What follows belongs to an exercise in optimizing a design on an open flow for small area, a short achievable clock period and few clock cycles per item; a production flow would make more cautious choices.
The RTL was checked by simulation tests, not by an equivalence proof against the original design.

==> flow/design.v <==
module chacha20_keystream_sequencer #(
    parameter int WORDS_PER_BLOCK = 16
) (
    input  logic         clock,
    input  logic         clear,
    input  logic [255:0] key,
    input  logic [95:0]  nonce,
    input  logic [31:0]  initial_counter,
    input  logic         load,
    input  logic         enable,
    output logic         core_start,
    output logic [511:0] core_round_input,
    input  logic         core_finished,
    input  logic [511:0] core_round_output,
    output logic         ks_valid,
    input  logic         ks_ready,
    output logic [31:0]  ks_data,
    output logic [31:0]  block_counter,
    output logic         busy,
    output logic         error
);
    localparam logic [127:0] SIGMA = 128'h6b206574_79622d32_3320646e_61707865;
    logic [255:0] r_key;
    logic [95:0]  r_nonce;
    logic [31:0]  r_ectr;       
    logic [31:0]  r_ctr;        
    logic         r_loaded;
    logic         r_error;
    logic         r_busy;
    logic         r_start;      
    logic         r_run;        
    logic         r_want;       
    logic         r_bufv;       
    logic [31:0]  r_raw [2:WORDS_PER_BLOCK-1];
    logic [31:0]  r_opa;        
    logic [31:0]  r_opb;        
    logic [4:0]   r_k;          
    logic         r_outv;       
    logic [31:0]  r_data;       
    logic w_wrap, w_take_load, w_cap, w_window, w_adv, w_xfer, w_end, w_idle_n;
    logic w_busy_n, w_run_n, w_want_n, w_bufv_n, w_start_n;
    logic [4:0]  w_k1;
    logic [31:0] w_raw_next, w_state_next;
    assign w_wrap      = (r_ctr == 32'hFFFF_FFFF);
    assign w_take_load = !r_busy && load;
    assign w_window    = r_run && r_want && !r_bufv;
    assign w_cap       = w_window && core_finished;
    assign w_xfer      = r_outv && ks_ready;
    assign w_adv       = r_bufv && !r_k[4] && (!r_outv || ks_ready);
    assign w_end       = w_xfer && r_k[4];
    always_comb begin
        if (r_busy) w_busy_n = !(w_end && (w_wrap || !enable));
        else        w_busy_n = enable && (r_loaded || load) && !r_error;
    end
    assign w_idle_n = r_busy && !w_busy_n;
    assign w_run_n   = r_start || (r_run && !core_finished);
    assign w_want_n  = !w_idle_n && (r_start || (r_want && !(r_run && core_finished)));
    assign w_bufv_n  = w_cap || (r_bufv && !w_end);
    assign w_start_n = w_busy_n && !w_run_n && !w_want_n &&
                       (!w_bufv_n || (enable && !w_wrap));
    always_ff @(posedge clock or posedge clear) begin
        if (clear) begin
            r_busy   <= 1'b0;
            r_error  <= 1'b0;
            r_loaded <= 1'b0;
            r_ctr    <= '0;
            r_start  <= 1'b0;
            r_run    <= 1'b0;
            r_want   <= 1'b0;
            r_bufv   <= 1'b0;
            r_outv   <= 1'b0;
        end else begin
            r_busy  <= w_busy_n;
            r_start <= w_start_n;
            r_run   <= w_run_n;
            r_want  <= w_want_n;
            r_bufv  <= w_bufv_n;
            if (w_take_load) begin
                r_loaded <= 1'b1;
                r_ctr    <= initial_counter;
            end else if (w_end && !w_wrap) begin
                r_ctr    <= r_ectr;
            end
            if (w_end && w_wrap) r_error <= 1'b1;
            if (w_cap || w_adv)  r_outv <= 1'b1;
            else if (w_xfer)     r_outv <= 1'b0;
        end
    end
    assign w_k1 = r_k + 5'd1;
    always_comb begin
        w_raw_next = r_raw[2];
        for (int i = 2; i < WORDS_PER_BLOCK; i++)
            if (w_k1[3:0] == 4'(i)) w_raw_next = r_raw[i];
    end
    always_comb begin
        case (w_k1[3:0])
            4'd2:  w_state_next = SIGMA[95:64];
            4'd3:  w_state_next = SIGMA[127:96];
            4'd12: w_state_next = r_ctr;
            4'd13: w_state_next = r_nonce[31:0];
            4'd14: w_state_next = r_nonce[63:32];
            4'd15: w_state_next = r_nonce[95:64];
            default: w_state_next = r_key[32*(w_k1[3:0]-4) +: 32];
        endcase
    end
    always_ff @(posedge clock) begin
        if (w_take_load) begin
            r_key   <= key;
            r_nonce <= nonce;
            r_ectr  <= initial_counter;
        end else if (w_cap) begin
            r_ectr  <= r_ctr + 32'd1;
        end
        if (w_window)
            for (int i = 2; i < WORDS_PER_BLOCK; i++) r_raw[i] <= core_round_output[32*i +: 32];
        if (w_cap) begin
            r_data <= core_round_output[31:0] + SIGMA[31:0];
            r_opa  <= core_round_output[63:32];
            r_opb  <= SIGMA[63:32];
            r_k    <= 5'd1;
        end else if (w_adv) begin
            r_data <= r_opa + r_opb;
            r_opa  <= w_raw_next;
            r_opb  <= w_state_next;
            r_k    <= w_k1;
        end
    end
    assign core_start       = r_start;
    assign core_round_input = {r_nonce, r_ectr, r_key, SIGMA};
    assign ks_valid         = r_outv;
    assign ks_data          = r_data;
    assign block_counter    = r_ctr;
    assign busy             = r_busy;
    assign error            = r_error;
endmodule
==> flow/config.mk <==
export PLATFORM = sky130hd
export DESIGN_NAME = chacha20_keystream_sequencer
export DESIGN_NICKNAME = chacha20_keystream_sequencer
export VERILOG_FILES = /design/flow/design.v
export SDC_FILE = /design/flow/constraint.sdc
export NUM_CORES = 4
export LEC_CHECK = 0
export CAP_MARGIN = 20
export CORE_AREA = 70 70 450 450
export DIE_AREA = 0 0 520 520
export SETUP_SLACK_MARGIN = 3.1
export SLEW_MARGIN = 20
export TNS_END_PERCENT = 10
==> flow/constraint.sdc <==
create_clock -name core_clock -period 6.0 [get_ports {clock}]
set_input_delay 1.2000 -clock core_clock [delete_from_list [all_inputs] [get_ports {clock}]]
set_output_delay 1.2000 -clock core_clock [all_outputs]
set_load 0.01 [all_outputs]
standard.sh (not shown) runs the stock make flow with config.mk's settings and CLKGATE_MAP_FILE= SYNTH_SCRIPT=/design/flow/synth_recipe.tcl, a recipe that flattens the netlist after the stock synthesis.
==> flow/flow/run.sh <==
#!/bin/bash
# Standard ORFS layout, except that the port buffers are the smallest plain buffer
# (sky130_fd_sc_hd__buf_1) instead of the flow's default pick; timing repair resizes them
# where needed. Each tool's output goes to its own log in this folder.
set -euo pipefail
bash standard.sh BUFFER_PORTS_ARGS="-buffer_cell sky130_fd_sc_hd__buf_1" finish > make_layout.log 2>&1
cp orfs/logs/sky130hd/chacha20_keystream_sequencer/base/*.log . 2>/dev/null || true
The baseline went through all stages and came out clean.
Testbench counts at the start, summed over its fixed seeds: cycles 5,037, items 3,216.
Next try:
==> flow/run.sh (new file) <==
#!/bin/bash
# synth_recipe.tcl (not shown) runs the flow's synth.tcl, then flattens the netlist and writes it again
# the make line also repeats each setting of config.mk as NAME=value (left out here)
make -C /OpenROAD-flow-scripts/flow DESIGN_CONFIG=/design/flow/config.mk WORK_HOME=/design/flow/orfs CLKGATE_MAP_FILE= SYNTH_SCRIPT=/design/flow/synth_recipe.tcl finish
- ABC_CLOCK_PERIOD_IN_PS: default -> 2000
- SETUP_SLACK_MARGIN: 3.1 -> 3.9
- TNS_END_PERCENT: 10 -> default
removed: flow/flow/run.sh
removed: flow/standard.sh
=> The new run passed the timing, DRC and antenna checks; setup slack is better by 130 ps; worst hold slack is better by 4.3 ps; count of clock-buffer cells in the layout goes up by 6; final cell count goes up by 8.3%; via count goes up by about 8%; global-route usage goes up by 2.1 points.

-- re-timing with driven ports --
No port has a modelled driver above. Below, the same layouts with a new extraction and two added sets of constraints.
Step 1 sets driving cells, clkbuf_16 on the clock port and buf_2 on the other inputs (assumed; they add their load-dependent delay and slew).
Step 2 times the ports against the registers' clock, not the clock port: input delays grow and output delays shrink by t, the midpoint of the rising clock arrivals with the driver on.
Slacks: no drivers / after step 1 / after step 2; pairs: no drivers / after step 1.
| run | t, ns | setup slack, ns | worst register clock-pin slew, ns | worst slew at a driven data input, ns | cell pins on the clock port's net |
|---|---|---|---|---|---|
| the first run | 0.792 | 2.863 / 2.863 / 2.189 | 0.08 / 0.08 | 0.38 | 1 |
| the second run | 0.831 | 2.992 / 2.992 / 2.188 | 0.07 / 0.07 | 0.37 | 1 |
After both steps setup and hold are still met in every run listed. For the second run, which loses most, drivers alone change the setup slack by 0.000 ns; drivers and shift together by -0.804 ns.
